Background: an optimization exercise with open tools, aiming at small area and a short achievable clock period. Do not read the settings as production practice.
Only simulation tests tie the RTL to the original design; equivalence was not proved.
Power and IR drop assume default switching activity.

==> flow/design.v, too long to show whole: its modules and the start of the top module <==
// module mul_fa: 10 lines
// module mul_ha: 9 lines
// module mul16_lane: 798 lines
// module arrmul: 22 lines
module arrmul (
  input  logic         clk,
  input  logic         reset,
  input  logic [0:127] reg_A,
  input  logic [0:127] reg_B,
  input  logic [0:1]   ctrl_ww,
  input  logic [0:4]   alu_op,
  output logic [0:127] result
);
  // ...
==> flow/flow/run.sh <==
#!/bin/bash
# Standard ORFS layout with extra make settings from flow/make_args.txt (one VAR=value per
# line): the port buffers' cell and timing-repair margins. make's full output goes to make.log.
set -euo pipefail
args=()
while IFS= read -r line; do
  [[ -z "$line" || "$line" == \#* ]] && continue
  args+=("$line")
done < flow/make_args.txt
bash standard.sh "${args[@]}" finish > make.log 2>&1
==> flow/flow/make_args.txt <==
BUFFER_PORTS_ARGS=-buffer_cell sky130_fd_sc_hd__buf_1
SETUP_SLACK_MARGIN=5
==> flow/standard.sh <==
#!/bin/bash
# synth_recipe.tcl (not shown) runs the flow's synth.tcl, then flattens the netlist and writes it again
# the make line also repeats each setting of config.mk as NAME=value (left out here)
make -C /OpenROAD-flow-scripts/flow DESIGN_CONFIG=/design/flow/config.mk WORK_HOME=/design/flow/orfs CLKGATE_MAP_FILE= SYNTH_SCRIPT=/design/flow/synth_recipe.tcl "${@:-finish}"
==> flow/config.mk <==
export PLATFORM = sky130hd
export DESIGN_NAME = arrmul
export DESIGN_NICKNAME = arrmul
export VERILOG_FILES = /design/flow/design.v
export SDC_FILE = /design/flow/constraint.sdc
export NUM_CORES = 4
export LEC_CHECK = 0
export CAP_MARGIN = 20
export CORE_MARGIN = 2
export CORE_UTILIZATION = 40
export SLEW_MARGIN = 20
export SYNTH_HIERARCHICAL = 1
==> flow/constraint.sdc <==
create_clock -name core_clock -period 15.0 [get_ports {clk}]
set_input_delay 3.0000 -clock core_clock [delete_from_list [all_inputs] [get_ports {clk}]]
set_output_delay 3.0000 -clock core_clock [all_outputs]
set_load 0.01 [all_outputs]
==> run summary, run 1 <==
----------------------------------------------------
[Status]
  Run status ... no timing/DRC/antenna violations

[Power and ir drop]
  Switching power of the nets ... 0.593 mW
  Peak supply drop ... 0.0924 mV
  Biggest power consumer among the groups ... combinational logic
  Reported leakage power ... 20.0 nW
  Clock group share of total power ... 35.0%

[Logic synthesis]
  Top cells by area, synth ... sky130_fd_sc_hd__fa_1, sky130_fd_sc_hd__nor2_1, sky130_fd_sc_hd__dfrtp_1
  Fraction of synthesized cell area in xor and xnor cells ... 5.75%
  Area leader, netlist ... sky130_fd_sc_hd__fa_1
  Combinational family with the most area after synthesis ... adder cells

[Die]
  Floorplan core area ... 86300 um^2
  Cell Rows ... 108
  # Taps ... 1155
  I/O pins ... 393

[Setup path]
  Critical path's slowest cell ... sky130_fd_sc_hd__a21oi_1

[Global route]
  Maximum number of pins on one net before global-route repair ... 155
  Global Route met1 Usage ... 33.5%
  First-pass GRT wire length ... 171 mm
  All-layer global routing usage ... 25.0%

[STA]
  Final worst path period need ... 9.74 ns
  Number of setup violations in the final report ... 0
  Fraction of the cycle the final worst path needs ... 65.0%
  Worst-case hold slack ... 2.50 ns
  Fmax ... 0.103 GHz

[Placement]
  Final weighted congestion of routability-driven global placement ... 0.937
  Worst slack after detailed placement ... 4.79 ns

[Final layout]
  Non-clock inverter count ... 128
  Biggest registers after layout ... result x128
  Area used by multi-input combinational logic ... 30500 um^2
  Post-layout net count ... 5192
  Max reg flops ... 128
  Comb_multi_in ... 3184
  Fill cells ... 8422

[Route]
  Total number of vias ... 27525
  Average via count per standard cell ... 5.41
  Highest metal layer with signal wires ... met5
  Final WL ... 108 mm
  Detailed route wirelength on metal3 ... 8.26 mm

[Clock network]
  Number of post-CTS setup repair buffers ... 0
  Number of instances resized during post-cts repair ... 0
  Cts bufs inserted ... 17

----------------------------------------------------
==> inputs of run 2 (changes only) <==
==> flow/flow/make_args.txt (replaced) <==
BUFFER_PORTS_ARGS=-buffer_cell sky130_fd_sc_hd__buf_1
SETUP_SLACK_MARGIN=7
==> run 2 against run 1 <==
- utilization rose by 7.2 points
- still clean
- global-route usage rose by 3.4 points
- die area did not move
==> run summary, run 2 <==
----------------------------------------------------
[Clock network]
  Longest Clk Path Bufs ... 2
  CTS Root Buffer Type ... sky130_fd_sc_hd__clkbuf_16
  Cts bufs inserted ... 17 (unchanged)
  Clock tree from TritonCTS ... yes
  CTS Hold Buffers Added ... 0
  Clock transition at the registers of the reported paths ... 0.07 ns
  Clock sink count ... 128
  H-tree depth reported by CTS ... 4

[Route]
  Average via count per standard cell ... 5.56 (+2.8%)
  Final WL ... 125 mm (+16%)
  Routed WL per cell ... 23.1 um
  Number of detailed-route iterations in the first pass ... 5
  Count of unresolved DRC violations after routing ... 0
  Total number of vias ... 30121 (+9.4%)
  Post-route ant nets ... 0
  Initial DRC Count ... 2286

[Setup path]
  Critical path data required time ... 15.42 ns
  Maximum fanout along the worst path ... 6
  Largest incremental delay on the critical path ... 0.57 ns
  Cell repeated most along the worst path ... sky130_fd_sc_hd__fa_1
  Critical path's slowest cell ... sky130_fd_sc_hd__fa_1
  Cell breakdown of the critical path ... buf_12 > nor4b_4 > buf_12 > buf_12 > buf_4 > o211ai_1 > buf_6 > nor2_2 > fa_1 > fa_1 > fa_1 > fa_2 > fa_1 > fa_1 > ha_4 > a21oi_2 > o21ai_2 > a221o_1 > a22o_1 > a211o_1 > a31oi_4 > xnor2_2
  Critical Path Start Type ... input port
  Kind of cell adding the most delay to the critical path ... adder cells
  Type of the worst setup path ... in2reg
  Number of buffers and inverters on the critical path ... 5
  Type of element capturing the critical path ... register
  Data arrival time of the critical path ... 8.84 ns

[Global route]
  First-pass GRT wire length ... 192 mm (+12%)
  Busiest grt layer ... met2
  Residual overflow from global routing ... 0
  Global Route met1 Usage ... 37.0% (+3.5 points)
  All-layer global routing usage ... 28.4% (+3.4 points)
  Antenna violations before repair ... 3
  Met2 track demand over resource ... 46.1%
  Vias in the first global route ... 32456
  Maximum number of pins on one net before global-route repair ... 56 (-64%)
  Met3 Use GR ... 5.77%

[STA]
  Worst rel slew slack ... 28.2%
  Fraction of the cycle the final worst path needs ... 56.1% (-8.8 points)
  Final worst path period need ... 8.42 ns (-1.32 ns)
  Worst-case hold slack ... 2.50 ns (-0.00910 ns)
  Fmax ... 0.119 GHz (+16%)
  Total negative slack ... 0 ns
  Unrepaired setup endpoints after global routing ... yes
  Hold violation total from the final report ... 0
  Slew Limit Fails ... 0
  Number of setup violations in the final report ... 0 (unchanged)
  Worst slew pin tran ... 1.08 ns

[Final layout]
  Final Util ... 51.5%
  Final non-filler cell total ... 5414
  Post-layout net count ... 5519 (+6.3%)
  Leading cell type in the layout, fill and taps excluded ... sky130_fd_sc_hd__nor2_1
  Count of antenna diodes in the layout ... 0
  Layout area overhead ... 28.1%
  Biggest registers after layout ... result x128
  Largest register by flop count ... result
  Top library cells by usage in the layout, fill and taps aside ... sky130_fd_sc_hd__nor2_1, sky130_fd_sc_hd__fa_1, sky130_fd_sc_hd__buf_1
  Layout Cell Area excl Fill ... 44500 um^2
  Share of layout cells above drive strength 1 ... 22.1%
  Max reg flops ... 128 (unchanged)

[Power and ir drop]
  Switching Fraction ... 43.7%
  Reported leakage power ... 22.1 nW (+11%)
  Switching power of the nets ... 0.702 mW (+18%)
  Peak supply drop ... 0.0928 mV (+0.45%)
  Clock group share of total power ... 27.7% (-7.3 points)
  Combinational Power Share ... 47.8%
  Relative contribution of sequential cells to total power ... 24.5%
  Power density normalized to cell area ... 36.1 nW/um^2
  Cell-internal power ... 0.904 mW

[Die]
  Die area ... 89200 um^2
  Initial cell density of the core ... 40.2%
  Floorplan core area ... 86300 um^2 (unchanged)
  Width of the die ... 299 um
  Cell Rows ... 108 (unchanged)
  I/O pins ... 393 (unchanged)
  Height of the die ... 299 um

[Placement]
  Detailed placement HPWL ... 85.9 mm
  Count of buffers from port buffering ... 392
  Cells after DPL ... 5043
  Total cell area at the placement stage ... 37800 um^2
  Final weighted congestion of routability-driven global placement ... 0.892 (-4.8%)

[Logic synthesis]
  Post-synth EDFFs ... 0
  Share of Yosys cell area claimed by the top area cell type ... 46.3%
  Most frequent cell after synthesis ... sky130_fd_sc_hd__nor2_1
  Instance count of the mapped netlist ... 3604
  Top flip-flop cell by instance count after synthesis ... sky130_fd_sc_hd__dfrtp_1
  Number of warnings printed during yosys synthesis ... 8
  Number of distinct library cells after synthesis ... 40
  Top cells by area, synth ... sky130_fd_sc_hd__fa_1, sky130_fd_sc_hd__nor2_1, sky130_fd_sc_hd__dfrtp_1
  Proportion of synthesized chip area in sequential cells ... 9.22%
  Synth Register Bits ... 128
  Synthesized cell area ... 34700 um^2
  Mapped Nets ... 4877
  Post-synthesis average cell area ... 9.64 um^2
  Area leader, netlist ... sky130_fd_sc_hd__fa_1
  Share of flip-flops with an asynchronous set or reset ... 100%
  Leading cell types by count after synthesis ... sky130_fd_sc_hd__nor2_1, sky130_fd_sc_hd__fa_1, sky130_fd_sc_hd__nand2_1, sky130_fd_sc_hd__ha_1, sky130_fd_sc_hd__xnor2_1

[Hold path]
  Worst min-delay path category ... in2async

[Flow run]
  Number of maximum-capacitance violations ... 0

[Status]
  Run status ... no timing/DRC/antenna violations

----------------------------------------------------
[run 2: power groups by stage]
stage | logic, mW | clock network, mW | registers [mW]
finish | 0.768 | 0.445 | 0.393
global route | 0.825 | 0.476 | 0.397
CTS | 0.729 | 0.463 | 0.394
detailed placement | 0.588 | 0 | 0.400
global placement | 0.584 | 0 | 0.401
floorplan | 0.359 | 0 | 0.415
[run 2: per-layer routing]
metal	part of all wire (%)	vias up	routed length (um)
met5	0.0056	-	7
met1	40	15398	49700
met3	8.3	361	10400
met2	47	1516	59000
met4	4.9	2	6120
li1	-	12844	-
[run 2: area by class of cell]
type / count / area (um^2)
well taps: 1155 / 1450
repair buffers: 787 / 5760
inverters: 128 / 480
clock inverters: 15 / 139
flip-flops and latches: 128 / 3200
clock buffers: 17 / 425
fillers: 7737 / 41800
multi-input cells: 3184 / 33100
[run 2: repair_timing]
item                       CTS  global route
gates resized for setup    447           227
buffers inserted           270            39
setup endpoints to repair   91            70
pin swaps                   98            93
hold endpoints to repair     0             0
cloned                      29             1
[run 2: cell families after synthesis]
logic type | count (synthesis) | synth area share (%)
compound gates | 384 | 6.83
xor+xnor | 228 | 5.75
fa+ha+maj | 1008 | 53.7
buf+inv | 292 | 3.34
flops | 128 | 9.22
mux | 188 | 5.53
simple gates | 1376 | 15.6
[run 2: through the flow]
step	total power [mW]	setup WS (ns)
2_1_floorplan	0.774	6.46
3_3_place_gp	0.985	4.44
3_5_place_dp	0.988	4.29
4_1_cts	1.59	6.63
5_1_grt	1.70	6.43
6_report	1.61	6.58
[run 2: Yosys stat by module, one instance, submodules excluded]
module,flip-flops and latches,cells inside
mul_ha,0,1
mul_fa,0,1
arrmul,128,128
mul16_lane,0,651
[run 2: worst max-delay path by stage]
stage          startpoint          to  cells after the start
2_1_floorplan  ctrl_ww[0]   result[1]                     19
3_3_place_gp   ctrl_ww[1]  result[68]                     20
3_5_place_dp   ctrl_ww[1]  result[69]                     20
4_1_cts         alu_op[1]  result[96]                     21
5_1_grt         alu_op[1]  result[96]                     21
6_report        alu_op[1]  result[96]                     22
==> inputs of run 3 (changes only) <==
==> flow/flow/make_args.txt (replaced) <==
BUFFER_PORTS_ARGS=-buffer_cell sky130_fd_sc_hd__buf_1
SETUP_SLACK_MARGIN=6
==> run 3 against run 2 <==
- still clean
- combinational power is 21% lower
- critical endpoint is now result[1]
- non-clock buffer count fell by 319
- wire length decreased by 10%
- largest power group unchanged
==> run summary, run 3 <==
----------------------------------------------------
[Flow run]
  Number of maximum-capacitance violations ... 0 (unchanged)

[STA]
  Unrepaired setup endpoints after global routing ... yes
  Hold violation total from the final report ... 0 (unchanged)
  Worst rel slew slack ... 30.2% (+2.0 points)
  Final worst path period need ... 8.85 ns (+0.428 ns)
  Number of setup violations in the final report ... 0 (unchanged)
  Total negative slack ... 0 ns (unchanged)
  Worst slew pin tran ... 1.05 ns (-0.0307 ns)
  Fraction of the cycle the final worst path needs ... 59.0% (+2.9 points)
  Slew Limit Fails ... 0 (unchanged)
  Fmax ... 0.113 GHz (-4.8%)

[Clock network]
  CTS Root Buffer Type ... sky130_fd_sc_hd__clkbuf_16
  H-tree depth reported by CTS ... 4 (unchanged)
  Longest Clk Path Bufs ... 2 (unchanged)
  Clock transition at the registers of the reported paths ... 0.06 ns (about the same)
  Cts bufs inserted ... 17 (unchanged)
  CTS Hold Buffers Added ... 0 (unchanged)
  Clock sink count ... 128 (unchanged)
  Clock tree from TritonCTS ... yes

[Logic synthesis]
  Area leader, netlist ... sky130_fd_sc_hd__fa_1
  Top flip-flop cell by instance count after synthesis ... sky130_fd_sc_hd__dfrtp_1
  Fraction of synthesized cell area in xor and xnor cells ... 5.75% (unchanged)
  Fraction of synthesized area in multiplexers ... 5.53% (unchanged)
  Post-synthesis compound-gate area fraction ... 6.83% (unchanged)
  Number of distinct library cells after synthesis ... 40 (unchanged)
  Post-synthesis average cell area ... 9.64 um^2 (unchanged)
  Share of Yosys cell area claimed by the top area cell type ... 46.3% (unchanged)
  Instance count of the mapped netlist ... 3604 (unchanged)
  Synthesized cell area ... 34700 um^2 (unchanged)
  Synth Register Bits ... 128 (unchanged)
  Post-synth EDFFs ... 0 (unchanged)
  Fraction of the mapped netlist area in adder cells ... 53.7% (unchanged)
  Mapped Nets ... 4877 (unchanged)
  Proportion of synthesized chip area in sequential cells ... 9.22% (unchanged)
  Share of flip-flops with an asynchronous set or reset ... 100% (unchanged)
  Number of warnings printed during yosys synthesis ... 8 (unchanged)
  Top cells by area, synth ... sky130_fd_sc_hd__fa_1, sky130_fd_sc_hd__nor2_1, sky130_fd_sc_hd__dfrtp_1
  Fraction of the mapped netlist area in simple logic gates ... 15.6% (unchanged)
  Combinational family with the most area after synthesis ... adder cells
  Most frequent cell after synthesis ... sky130_fd_sc_hd__nor2_1
  Leading cell types by count after synthesis ... sky130_fd_sc_hd__nor2_1, sky130_fd_sc_hd__fa_1, sky130_fd_sc_hd__nand2_1, sky130_fd_sc_hd__ha_1, sky130_fd_sc_hd__xnor2_1

[Final layout]
  Biggest registers after layout ... result x128
  Max reg flops ... 128 (unchanged)
  Post-layout net count ... 5200 (-5.8%)
  Layout area overhead ... 11.8%
  Leading cell type in the layout, fill and taps excluded ... sky130_fd_sc_hd__nor2_1
  Largest register by flop count ... result
  Final Util ... 45.0% (-6.6 points)
  Count of antenna diodes in the layout ... 0 (unchanged)
  Top library cells by usage in the layout, fill and taps aside ... sky130_fd_sc_hd__nor2_1, sky130_fd_sc_hd__fa_1, sky130_fd_sc_hd__buf_1
  Share of layout cells above drive strength 1 ... 6.24% (-16 points)

[Route]
  Routed WL per cell ... 22.0 um (-4.9%)
  Number of detailed-route iterations in the first pass ... 8 (+3)
  Initial DRC Count ... 1981 (-13%)
  Post-route ant nets ... 0 (unchanged)
  Final WL ... 112 mm (-10%)
  Count of unresolved DRC violations after routing ... 0 (unchanged)
  Average via count per standard cell ... 5.47 (-1.6%)
  Total number of vias ... 27880 (-7.4%)

[Power and ir drop]
  Total Power ... 1.52 mW (-5.2%)
  Combinational Power Share ... 39.6% (-8.2 points)
  Relative contribution of sequential cells to total power ... 25.9% (+1.4 points)
  Power density normalized to cell area ... 39.2 nW/um^2 (+8.7%)
  Switching power of the nets ... 0.607 mW (-14%)
  Cell-internal power ... 0.916 mW (+1.3%)
  Reported leakage power ... 20.2 nW (-8.8%)
  Switching Fraction ... 39.8% (-3.8 points)
  Peak supply drop ... 0.0919 mV (-0.97%)
  Clock group share of total power ... 34.5% (+6.8 points)

[Status]
  Run status ... no timing/DRC/antenna violations

[Global route]
  Maximum number of pins on one net before global-route repair ... 78 (+39%)
  Vias in the first global route ... 30153 (-7.1%)
  First-pass GRT wire length ... 175 mm (-9.0%)
  Antenna violations before repair ... 4 (+1)
  Residual overflow from global routing ... 0 (unchanged)
  All-layer global routing usage ... 25.7% (-2.8 points)

[Setup path]
  Type of the worst setup path ... in2reg
  Critical path data required time ... 15.38 ns (-0.04 ns)
  Type of element capturing the critical path ... register
  Maximum fanout along the worst path ... 61 (+55)
  Data arrival time of the critical path ... 9.23 ns (+0.39 ns)
  Critical Path Start Type ... input port

[Die]
  Die area ... 89200 um^2 (unchanged)
  Floorplan core area ... 86300 um^2 (unchanged)
  Height of the die ... 299 um (unchanged)
  Cell Rows ... 108 (unchanged)
  Width of the die ... 299 um (unchanged)
  I/O pins ... 393 (unchanged)
  Initial cell density of the core ... 40.2% (unchanged)

[Placement]
  Detailed placement HPWL ... 84.3 mm (-1.8%)
  Count of buffers from port buffering ... 392 (unchanged)
  Final weighted congestion of routability-driven global placement ... 0.937 (+5.1%)

[Hold path]
  Worst min-delay path category ... in2async

----------------------------------------------------
## run 3: cell count changes in the layout (fill, tap and decap cells not counted), moves of 40 or more
cell,change
sky130_fd_sc_hd__fa_1,+86
sky130_fd_sc_hd__fa_2,-86
sky130_fd_sc_hd__buf_6,-67
sky130_fd_sc_hd__nand2_1,+43
sky130_fd_sc_hd__nor2_4,-40
sky130_fd_sc_hd__buf_4,-204
sky130_fd_sc_hd__nor2_1,+117
sky130_fd_sc_hd__nor2_2,-77
## run 3: logic make-up after synthesis
family,count (synthesis)
compound gates,384
xor+xnor,228
simple gates,1376
fa+ha+maj,1008
buf+inv,292
mux,188
flops,128
## run 3: per-module statistics from Yosys (local to each module, per instance)
module,cells,flip-flops and latches
arrmul,128,128
mul16_lane,651,0
mul_fa,1,0
mul_ha,1,0
## run 3: worst max-delay path: stages
cell	delay, ns
sky130_fd_sc_hd__clkbuf_16	0.26
sky130_fd_sc_hd__buf_12	0.29
sky130_fd_sc_hd__o21ai_0	0.24
sky130_fd_sc_hd__nand2_1	0.46
sky130_fd_sc_hd__nor2_1	0.13
sky130_fd_sc_hd__fa_1	0.46
sky130_fd_sc_hd__fa_1	0.62
sky130_fd_sc_hd__fa_1	0.44
sky130_fd_sc_hd__fa_1	0.39
sky130_fd_sc_hd__fa_1	0.50
sky130_fd_sc_hd__fa_1	0.42
sky130_fd_sc_hd__ha_1	0.34
sky130_fd_sc_hd__a21oi_1	0.15
sky130_fd_sc_hd__o21ai_0	0.17
sky130_fd_sc_hd__a221o_1	0.42
sky130_fd_sc_hd__a22o_1	0.24
sky130_fd_sc_hd__a211o_1	0.29
sky130_fd_sc_hd__and2_2	0.18
sky130_fd_sc_hd__xor2_1	0.14
## run 3: power groups by stage
stage / clock network (mW) / logic (mW) / registers [mW]
final: 0.525 / 0.603 / 0.395
after CTS: 0.548 / 0.594 / 0.395
after global placement: 0 / 0.576 / 0.402
after floorplan: 0 / 0.340 / 0.415
after detailed placement: 0 / 0.578 / 0.401
after global routing: 0.556 / 0.663 / 0.398
## run 3: timing repair
action	in CTS	in global routing
gates resized for setup	41	60
pin swaps	0	2
setup buffers	0	2
setup endpoints to repair	51	43
cloned	3	3
## run 3: layer usage
| metal | vias up | track usage, % | wire length [um] |
|---|---|---|---|
| li1 | 12188 | - | - |
| met1 | 14273 | 34.4 | 45900 |
| met2 | 1217 | 42.0 | 53500 |
| met3 | 196 | 4.84 | 9050 |
| met4 | 6 | 8.42 | 3590 |
| met5 | - | 0 | 34 |
## run 3: how the worst max path moves through the flow
stage / startpoint / slack [ns] / to / cells past startpoint
floorplan: ctrl_ww[1] / 6.01 / result[1] / 21
CTS: alu_op[1] / 6.00 / result[2] / 20
global route: alu_op[1] / 5.98 / result[97] / 20
detailed placement: ctrl_ww[1] / 4.79 / result[36] / 16
finish: alu_op[4] / 6.15 / result[1] / 19
global placement: ctrl_ww[1] / 4.69 / result[33] / 20
## run 3: cell type report
| class | instances | area [um^2] |
|---|---|---|
| inverters | 128 | 480 |
| clock buffers | 23 | 488 |
| well taps | 1155 | 1450 |
| clock inverters | 9 | 201 |
| flip-flops and latches | 128 | 3200 |
| fillers | 8369 | 47500 |
| repair buffers | 468 | 2300 |
| multi-input cells | 3184 | 30700 |
## run 3: per-stage QoR
step                      hold slack [ns]  std cells  setup WS (ns)  cell area (um^2)
after CTS                            2.47       5090           6.00             38500
after global placement               3.05       5055           4.69             37600
final                                2.51       5095           6.15             38800
after global routing                 2.52       5095           5.98             38800
after floorplan                      2.70       3604           6.01             34700
after detailed placement             3.05       5055           4.79             37600

-- port drivers added, routing unchanged --
The results above use ideal ports. As a check the final layouts listed here were re-extracted and re-timed, cells and wires unchanged. Step 1 sets driving cells, clkbuf_16 on the clock port and buf_2 on the other inputs (assumed; they add their load-dependent delay and slew). Step 2 adds t to the input delays and takes it off the output delays; t is the mean of the earliest and latest rising clock arrival at the registers after step 1. Input paths then give back, and output paths get back, about the clock's delay inside the block. Three values: ideal, step 1, step 2; two values: the first two.
| run | t, ns | setup slack, ns | worst data-port slew with drivers (ns) | pins driven straight from the clock port |
|---|---|---|---|---|
| run 1 | 0.565 | 5.255 / 5.294 / 4.729 | 0.25 | 1 |
| run 2 | 0.572 | 6.578 / 6.437 / 5.865 | 0.28 | 1 |
| run 3 | 0.558 | 6.151 / 6.037 / 5.479 | 0.23 | 1 |
After both steps every run listed still meets setup and hold. For run 2, which loses most, drivers alone change the setup slack by -0.141 ns; drivers and shift together by -0.713 ns.
